Context: an optimization exercise on an open-source flow, tuned for small area, a short achievable clock period and few clock cycles per item. The choices shown serve that exercise and are no tape-out recipe.
RTL that was checked went through simulation tests only; none was proved equivalent to the original.
Power figures rest on the tool's default switching activity, not on a simulated workload.

== garnet ==
// pipeline_cpu
module pipeline_cpu (
    input  wire         clock,
    input  wire         arst_n,
    output logic [31:0] address_imem,
    input  wire  [31:0] q_imem,
    output logic [31:0] address_dmem,
    output logic [31:0] data,
    output logic        wren,
    input  wire  [31:0] q_dmem,
    output logic        ctrl_write_enable,
    output logic [4:0]  ctrl_write_reg,
    output logic [4:0]  ctrl_read_reg_a,
    output logic [4:0]  ctrl_read_reg_b,
    output logic [31:0] data_write_reg,
    input  wire  [31:0] data_read_reg_a,
    input  wire  [31:0] data_read_reg_b
);
export LEC_CHECK = 0
export CAP_MARGIN = 20
export CORE_MARGIN = 2
export CORE_UTILIZATION = 40
export PLACE_DENSITY = 0.6
export SETUP_SLACK_MARGIN = 4
export SLEW_MARGIN = 20
create_clock -name core_clock -period 8.5 [get_ports {clock}]
standard.sh (not shown) runs the stock make flow with config.mk's settings and CLKGATE_MAP_FILE= SYNTH_SCRIPT=/design/flow/synth_recipe.tcl, a recipe that flattens the netlist after the stock synthesis.
==> flow/flow/run.sh <==
#!/bin/bash
# Own layout flow: the standard flow (standard.sh, unchanged synthesis,
# floorplan, power grid, placement, CTS and routing), with one change: the
# buffers that global placement puts on every input and output port are
# sky130_fd_sc_hd__buf_1 cells instead of the default delay-buffer cell.
# The timing repair steps still resize them where timing needs it.
set -euo pipefail
export BUFFER_PORTS_ARGS="-buffer_cell sky130_fd_sc_hd__buf_1"
bash standard.sh > standard.log 2>&1
garnet: no failed stages, no open violations at the end
Testbench counts of garnet, summed over its fixed seeds: cycles 9,364, instrs 9,364.
The following lists how indigo was set up differently from garnet:
- SETUP_SLACK_MARGIN: 4 -> 5
==> flow/run.sh (new file) <==
#!/bin/bash
# synth_recipe.tcl (not shown) runs the flow's synth.tcl, then flattens the netlist and writes it again
# the make line also repeats each setting of config.mk as NAME=value (left out here)
make -C /OpenROAD-flow-scripts/flow DESIGN_CONFIG=/design/flow/config.mk WORK_HOME=/design/flow/orfs CLKGATE_MAP_FILE= SYNTH_SCRIPT=/design/flow/synth_recipe.tcl finish
removed: flow/flow/run.sh
removed: flow/standard.sh
Results
Final worst-path setup slack ended up 79 ps lower on indigo than on garnet. From garnet to indigo the numbers moved as follows: share of layout cells above drive strength 1 grew by 19 points; delay of the slowest critical-path stage held steady; logic gate share of total power now larger; wire length moved up. Taking garnet as the reference, in indigo area overhead of the layout relative to synthesis up 34 points; register fraction of the total cell area down 3.4 points. Of indigo and garnet, the lower pin count of the biggest net entering global routing belongs to indigo.
#### Input delta (pepper over indigo)
- swapping 5 for 3.5 in SETUP_SLACK_MARGIN
==> flow/flow/run.sh (new file) <==
#!/bin/bash
# Own layout flow: the standard flow (standard.sh, unchanged synthesis,
# floorplan, power grid, placement, CTS and routing), with one change: the
# buffers that global placement puts on every input and output port are
# sky130_fd_sc_hd__buf_1 cells instead of the default delay-buffer cell.
# The timing repair steps still resize them where timing needs it.
set -euo pipefail
export BUFFER_PORTS_ARGS="-buffer_cell sky130_fd_sc_hd__buf_1"
bash standard.sh > standard.log 2>&1
==> flow/standard.sh (new file) <==
#!/bin/bash
# synth_recipe.tcl (not shown) runs the flow's synth.tcl, then flattens the netlist and writes it again
# the make line also repeats each setting of config.mk as NAME=value (left out here)
make -C /OpenROAD-flow-scripts/flow DESIGN_CONFIG=/design/flow/config.mk WORK_HOME=/design/flow/orfs CLKGATE_MAP_FILE= SYNTH_SCRIPT=/design/flow/synth_recipe.tcl "${@:-finish}"
removed: flow/run.sh
### Flow results
- indigo vs pepper, last element of the critical path: u_mem_wb_stage.m_o[31] vs u_mem_wb_stage.m_o[17]
- pepper vs indigo — clock share of power rose 3.9 points.
- indigo ended up with sky130_fd_sc_hd__fa_2 as its cell with the largest stage delay on the worst path; pepper ended up with sky130_fd_sc_hd__fa_1.
- Compared with indigo, in pepper share of total power in combinational logic decreased 11 points; area after synthesis held; area used by multi-input combinational logic shrank by about 15%; switching fraction of total power higher.
- STATUS worst vdd rail ir drop: pepper loses against indigo
### pepper -> ember
- changing CORE_UTILIZATION from 40 to 60
- changing SETUP_SLACK_MARGIN from 3.5 to 4
- changing PLACE_DENSITY from 0.6 to 0.75
Notes after the runs:
Of ember and pepper, it is ember that has the lower sum of net half-perimeters after detailed placement. ember — fraction of met1 tracks used by global routing 17 points higher, pepper as reference. Between ember and pepper, it is ember whose setup slack is higher, by 150 ps. Going from pepper to ember, final design utilization grows by 28 points. Summary of ember over pepper: cell count went down about 5.5%, depth of the critical timing path with buffers and inverters included increased 2, number of instances resized during post-cts repair climbed 65, DRC violations left did not really move, overall fraction of global-route tracks in use up 15 points.

pipeline_cpu, a different RTL version from the one above (not shown whole).
Size: about 1400 cells after synthesis, roughly 100 flip-flops, about 280 I/O pins, roughly 0.012 sq mm of cells after synthesis.
Settings: LEC_CHECK=0, ABC_AREA=0, CAP_MARGIN=20, CORE_MARGIN=2, CORE_UTILIZATION=40, PLACE_DENSITY=0.6, SETUP_SLACK_MARGIN=4, SLEW_MARGIN=20; clock period 8.5 ns.
run.sh (not shown) runs the stock make flow with config.mk's settings and CLKGATE_MAP_FILE= SYNTH_SCRIPT=/design/flow/synth_recipe.tcl, a recipe that flattens the netlist after the stock synthesis.
Stock flow here: none of the scripts above is used.
The starting point completed without violations.
Then changed:
Settings changed: ABC_AREA 0 to 1.
Result: Combinational power grows by about 10%; core utilization shrinks by 2.6 points; clock power shrinks by 4.8%; sequential cell count stays the same.
No functional check of the RTL was part of any run of this note.

Another version of the RTL of pipeline_cpu (not shown whole).
For scale: ~11000 µm² of cells after synthesis.
clock: 8.5 ns
lec_check: 0
cap_margin: 20
core_margin: 2
core_utilization: 40
place_density: 0.7
setup_slack_margin: 4
slew_margin: 20
tns_end_percent: 5
standard.sh (not shown) runs the stock make flow with config.mk's settings and CLKGATE_MAP_FILE= SYNTH_SCRIPT=/design/flow/synth_recipe.tcl, a recipe that flattens the netlist after the stock synthesis.
==> flow/flow/run.sh <==
#!/bin/bash
# Own layout flow: the standard flow (standard.sh, unchanged synthesis,
# floorplan, power grid, placement, CTS and routing), with one change: the
# buffers that global placement puts on every input and output port are
# sky130_fd_sc_hd__buf_1 cells instead of the default delay-buffer cell.
# The timing repair steps still resize them where timing needs it.
set -euo pipefail
export BUFFER_PORTS_ARGS="-buffer_cell sky130_fd_sc_hd__buf_1"
bash standard.sh > standard.log 2>&1
The starting point finished with timing, DRC and antenna clean.
Testbench counts at the start, summed over its fixed seeds: cycles 9,364, instrs 9,364.
Rerun with:
- CORE_UTILIZATION: 40 -> 55
=> The new run produced a clean layout. Final area shrinks slightly. Hold slack is better by 0.040 ns. Die area came out lower by a quarter to a third. Routed wire length went down by a few percent. First-iteration DRC count came out higher by a quarter to a third. Via count goes up by a few percent.
Rerun with:
- CORE_UTILIZATION: 55 -> 40
- PLACE_DENSITY: 0.7 -> 0.6
- SETUP_SLACK_MARGIN: 4 -> 3.5
- TNS_END_PERCENT: 5 -> not set
What happened: The changed run finished with timing, DRC and antenna clean. Register-to-register slack got worse by 0.15 ns. Utilization is lower by 19 points. Total power is lower by 0.60%. Setup slack got worse by 0.27 ns. Via count is lower by 3.5%. Final cell count is higher by 4.9%.
Rerun with:
- SETUP_SLACK_MARGIN: 3.5 -> 4
- TNS_END_PERCENT: not set -> 2
The new run finished clean.
Utilization increases by 0.73 points.
Setup slack improves by 0.31 ns.
Total power stays flat.
Sequential share of layout area shrinks by 0.26 points.
Area after synthesis is unchanged.
Clock skew stays flat.
Critical path depth came out lower by 7.
Wire length drops slightly.
Sequential power came out lower slightly.
Combinational power stays flat.
First-iteration DRC count came out higher by a few percent.

The RTL this note starts from:
==> flow/design.v <==
`default_nettype none
package cpu_pkg;
    localparam logic [4:0] OPC_ALU  = 5'd0;
    localparam logic [4:0] OPC_J    = 5'd1;
    localparam logic [4:0] OPC_BNE  = 5'd2;
    localparam logic [4:0] OPC_JAL  = 5'd3;
    localparam logic [4:0] OPC_JR   = 5'd4;
    localparam logic [4:0] OPC_ADDI = 5'd5;
    localparam logic [4:0] OPC_BLT  = 5'd6;
    localparam logic [4:0] OPC_SW   = 5'd7;
    localparam logic [4:0] OPC_LW   = 5'd8;
endpackage
`default_nettype wire
`default_nettype none
module adder (
    input  wire [31:0]  x,
    input  wire [31:0]  y,
    input  wire         cin,
    output logic [31:0] sum
);
    logic [31:0] g, p, gn, pn;
    logic [31:0] carry;
    always_comb begin
        g = x & y;
        p = x ^ y;
        g[0] = g[0] | (p[0] & cin);
        for (int l = 0; l < 5; l++) begin
            gn = g;
            pn = p;
            for (int i = 0; i < 32; i++) begin
                if (((i >> l) & 1) == 1) begin
                    gn[i] = g[i] | (p[i] & g[((i >> l) << l) - 1]);
                    pn[i] = p[i] & p[((i >> l) << l) - 1];
                end
            end
            g = gn;
            p = pn;
        end
        carry = {g[30:0], cin};
    end
    assign sum = x ^ y ^ carry;
endmodule
module alu (
    input  wire [31:0]  a,
    input  wire         right,    
    input  wire [4:0]   shamt,
    output logic [31:0] sh_right,
    output logic [31:0] sh_left
);
    logic [31:0] sh_in;
    logic        fill;
    assign fill = right & a[31];
    always_comb begin
        for (int i = 0; i < 32; i++) begin
            sh_in[i]   = right ? a[i] : a[31-i];
            sh_left[i] = sh_right[31-i];
        end
    end
    assign sh_right = 32'($signed({fill, sh_in}) >>> shamt);
endmodule
`default_nettype wire
`default_nettype none
module execute_stage (
    input  wire [31:0] pc,
    input  wire [31:0] ir,
    input  wire [31:0] rs_val,
    input  wire [31:0] rb_val,    
    output logic [31:0] npc,
    output logic        we,
    output logic [4:0]  wreg,
    output logic        is_lw,
    output logic        is_sw,
    output logic [31:0] o
);
    logic [4:0]  opc;
    logic [4:0]  fn;
    logic [31:0] imm;
    logic [31:0] pc1;
    logic [31:0] x, y, sum;
    logic [31:0] sh_right, sh_left;
    logic [31:0] other;
    logic        use_reg, use_pc, use_tgt, fn_sub, cin;
    logic        en_sum, en_and, en_or, en_sll, en_sra, en_jal;
    logic        is_j, is_jr, is_bne, is_blt, taken;
    logic        eq, lt;
    assign opc = ir[31:27];
    assign fn  = ir[6:2];
    assign imm = {{15{ir[16]}}, ir[16:0]};
    assign pc1 = pc + 32'd1;
    assign use_reg = !(opc[3] | opc[1] | opc[0]);
    assign use_pc  = opc[1] & !opc[0];
    assign use_tgt = opc[0] & !opc[2];
    assign fn_sub  = fn[0] & !opc[2];
    assign x   = use_pc ? pc : rs_val;
    assign y   = use_reg ? (rb_val ^ {32{fn_sub}}) :
                 use_tgt ? {5'd0, ir[26:0]} : imm;
    assign cin = use_reg ? fn_sub : use_pc;
    adder u_adder (.x(x), .y(y), .cin(cin), .sum(sum));
    alu u_alu (
        .a        (rs_val),
        .right    (fn[0]),
        .shamt    (ir[11:7]),
        .sh_right (sh_right),
        .sh_left  (sh_left)
    );
    assign en_jal = opc[1] & opc[0] & !opc[2];
    assign en_sum = !en_jal & (!use_reg | (fn[4:1] == 4'd0));
    assign en_and = use_reg & (fn == 5'd2);
    assign en_or  = use_reg & (fn == 5'd3);
    assign en_sll = use_reg & (fn == 5'd4);
    assign en_sra = use_reg & (fn == 5'd5);
    assign other = ({32{en_and}} & (rs_val & rb_val))
                 | ({32{en_or}}  & (rs_val | rb_val))
                 | ({32{en_sll}} & sh_left)
                 | ({32{en_sra}} & sh_right)
                 | ({32{en_jal}} & pc1);
    assign o = en_sum ? sum : other;
    assign is_j   = (opc[4:2] == 3'd0) & opc[0];     
    assign is_jr  = (opc == cpu_pkg::OPC_JR);
    assign is_bne = (opc == cpu_pkg::OPC_BNE);
    assign is_blt = (opc == cpu_pkg::OPC_BLT);
    assign eq    = (rb_val == rs_val);
    assign lt    = $signed(rb_val) < $signed(rs_val);
    assign taken = (is_bne & !eq) | (is_blt & lt) | is_j | is_jr;
    assign npc   = taken ? sum : pc1;
    assign we    = (opc == cpu_pkg::OPC_ALU) || (opc == cpu_pkg::OPC_ADDI) || (opc == cpu_pkg::OPC_LW) || (opc == cpu_pkg::OPC_JAL);
    assign wreg  = en_jal ? 5'd31 : ir[26:22];
    assign is_lw = (opc == cpu_pkg::OPC_LW);
    assign is_sw = (opc == cpu_pkg::OPC_SW);
endmodule
`default_nettype wire
`default_nettype none
module mem_wb_stage (
    input  wire         clock,
    input  wire         arst_n,
    input  wire         we_in,
    input  wire [4:0]   wreg_in,
    input  wire         lw_in,
    input  wire         sw_in,
    input  wire [31:0]  o_in,
    input  wire [31:0]  b_in,
    input  wire [31:0]  q_dmem,
    output logic [31:0] address_dmem,
    output logic [31:0] data,
    output logic        wren,
    output logic        ctrl_write_enable,
    output logic [4:0]  ctrl_write_reg,
    output logic [31:0] data_write_reg
);
    logic        m_we, m_lw, m_sw;
    logic [4:0]  m_reg;
    logic [31:0] m_o, m_b;
    always_ff @(posedge clock or negedge arst_n) begin
        if (!arst_n) begin
            m_we <= 1'b0;
            m_lw <= 1'b0;
            m_sw <= 1'b0;
        end else begin
            m_we <= we_in;
            m_lw <= lw_in;
            m_sw <= sw_in;
        end
    end
    always_ff @(posedge clock) begin
        m_reg <= wreg_in;
        m_o   <= o_in;
        m_b   <= b_in;
    end
    assign address_dmem      = m_o;
    assign data              = m_b;
    assign wren              = m_sw;
    assign ctrl_write_enable = m_we;
    assign ctrl_write_reg    = m_reg;
    assign data_write_reg    = m_lw ? q_dmem : m_o;
endmodule
`default_nettype wire
`default_nettype none
`timescale 1ns/1ps
module pipeline_cpu (
    input  wire         clock,
    input  wire         arst_n,
    output logic [31:0] address_imem,
    input  wire  [31:0] q_imem,
    output logic [31:0] address_dmem,
    output logic [31:0] data,
    output logic        wren,
    input  wire  [31:0] q_dmem,
    output logic        ctrl_write_enable,
    output logic [4:0]  ctrl_write_reg,
    output logic [4:0]  ctrl_read_reg_a,
    output logic [4:0]  ctrl_read_reg_b,
    output logic [31:0] data_write_reg,
    input  wire  [31:0] data_read_reg_a,
    input  wire  [31:0] data_read_reg_b
);
    logic [31:0] pc;
    logic [31:0] npc;
    logic        we, is_lw, is_sw;
    logic [4:0]  wreg;
    logic [31:0] o;
    always_ff @(posedge clock or negedge arst_n) begin
        if (!arst_n) pc <= '0;
        else         pc <= npc;
    end
    assign address_imem    = pc;
    assign ctrl_read_reg_a = ((q_imem[27] & !q_imem[29]) | (q_imem[29] & !q_imem[28] & !q_imem[27]))
                           ? 5'd0 : q_imem[21:17];
    assign ctrl_read_reg_b = (q_imem[29] | q_imem[28]) ? q_imem[26:22] : q_imem[16:12];
    execute_stage u_execute_stage (
        .pc     (pc),
        .ir     (q_imem),
        .rs_val (data_read_reg_a),
        .rb_val (data_read_reg_b),
        .npc    (npc),
        .we     (we),
        .wreg   (wreg),
        .is_lw  (is_lw),
        .is_sw  (is_sw),
        .o      (o)
    );
    mem_wb_stage u_mem_wb_stage (
        .clock             (clock),
        .arst_n            (arst_n),
        .we_in             (we),
        .wreg_in           (wreg),
        .lw_in             (is_lw),
        .sw_in             (is_sw),
        .o_in              (o),
        .b_in              (data_read_reg_b),
        .q_dmem            (q_dmem),
        .address_dmem      (address_dmem),
        .data              (data),
        .wren              (wren),
        .ctrl_write_enable (ctrl_write_enable),
        .ctrl_write_reg    (ctrl_write_reg),
        .data_write_reg    (data_write_reg)
    );
endmodule
`default_nettype wire
==> flow/config.mk <==
export PLATFORM = sky130hd
export DESIGN_NAME = pipeline_cpu
export DESIGN_NICKNAME = pipeline_cpu
export VERILOG_FILES = /design/flow/design.v
export SDC_FILE = /design/flow/constraint.sdc
export NUM_CORES = 4
export LEC_CHECK = 0
export CAP_MARGIN = 20
export CORE_MARGIN = 2
export CORE_UTILIZATION = 40
export PLACE_DENSITY = 0.6
export SETUP_SLACK_MARGIN = 3.75
export SLEW_MARGIN = 20
export TNS_END_PERCENT = 5
==> flow/constraint.sdc <==
create_clock -name core_clock -period 8.5 [get_ports {clock}]
set_input_delay 1.7000 -clock core_clock [delete_from_list [all_inputs] [get_ports {clock}]]
set_output_delay 1.7000 -clock core_clock [all_outputs]
set_load 0.01 [all_outputs]
Scripts as last shown in full above: flow/flow/run.sh
The starting point finished with timing, DRC and antenna clean.
Testbench counts at the start, summed over its fixed seeds: cycles 9,364, instrs 9,364.
Edit:
- SETUP_SLACK_MARGIN: 3.75 -> 4
- TNS_END_PERCENT: 5 -> 20
=>
- sequential power went down slightly
- worst setup slack loses 0.010 ns
- clock power goes up by a few percent
- wire length grows slightly
Edit:
- TNS_END_PERCENT: 20 -> 5
=>
- The changed run finished with timing, DRC and antenna clean
- sequential power came out higher slightly
- count of clock-buffer cells in the layout came out lower by 1
- sequential cell count does not change
- setup slack improves by 0.11 ns
- final area came out lower slightly
- via count came out lower slightly
- combinational power hardly moves
- core utilization came out lower by 0.16 points
- sequential share of layout area stays flat

-- what the ideal ports hide --
No port has a modelled driver above. Below, the same layouts with a new extraction and two added sets of constraints. Step 1 (the two cells are an assumption about what drives the block):
set clk [get_ports {clock}]
set_driving_cell -lib_cell sky130_fd_sc_hd__clkbuf_16 $clk
set_driving_cell -lib_cell sky130_fd_sc_hd__buf_2 [delete_from_list [all_inputs] $clk]
Step 2 times the ports against the registers' clock, not the clock port: input delays grow and output delays shrink by t, the midpoint of the rising clock arrivals with the driver on. a / b / c = ideal ports / drivers / drivers and shift; a / b = the first two.
run | t, ns | setup slack, ns | hold WS [ns] | worst setup path at the end
garnet | 0.425 | 3.751 / 3.764 / 3.339 | 0.772 / 0.772 / 0.772 | input to register
indigo | 0.442 | 3.673 / 3.677 / 3.235 | 0.749 / 0.749 / 0.749 | input to register
pepper | 0.429 | 3.610 / 3.643 / 3.214 | 0.795 / 0.795 / 0.795 | input to register
ember | 0.415 | 3.757 / 3.757 / 3.342 | 0.844 / 0.844 / 0.844 | input to register
the first run of note 2 | 0.425 | 3.381 / 3.389 / 2.964 | 0.679 / 0.679 / 0.679 | input to register
the second run of note 2 | 0.427 | 4.016 / 4.017 / 3.611 | 0.635 / 0.635 / 0.635 | input to register
the first run of note 3 | 0.415 | 3.826 / 3.821 / 3.406 | 0.662 / 0.662 / 0.662 | input to register
the second run of note 3 | 0.413 | 3.794 / 3.769 / 3.356 | 0.702 / 0.702 / 0.702 | input to register
the third run of note 3 | 0.414 | 3.523 / 3.541 / 3.127 | 0.729 / 0.729 / 0.729 | input to register
the fourth run of note 3 | 0.424 | 3.833 / 3.858 / 3.434 | 0.709 / 0.709 / 0.709 | input to register
the first run of note 4 | 0.416 | 3.766 / 3.783 / 3.367 | 0.711 / 0.711 / 0.711 | input to register
the second run of note 4 | 0.422 | 3.755 / 3.750 / 3.328 | 0.710 / 0.710 / 0.710 | input to register
the third run of note 4 | 0.419 | 3.865 / 3.856 / 3.437 | 0.696 / 0.696 / 0.696 | input to register
After both steps every run listed still meets setup and hold.
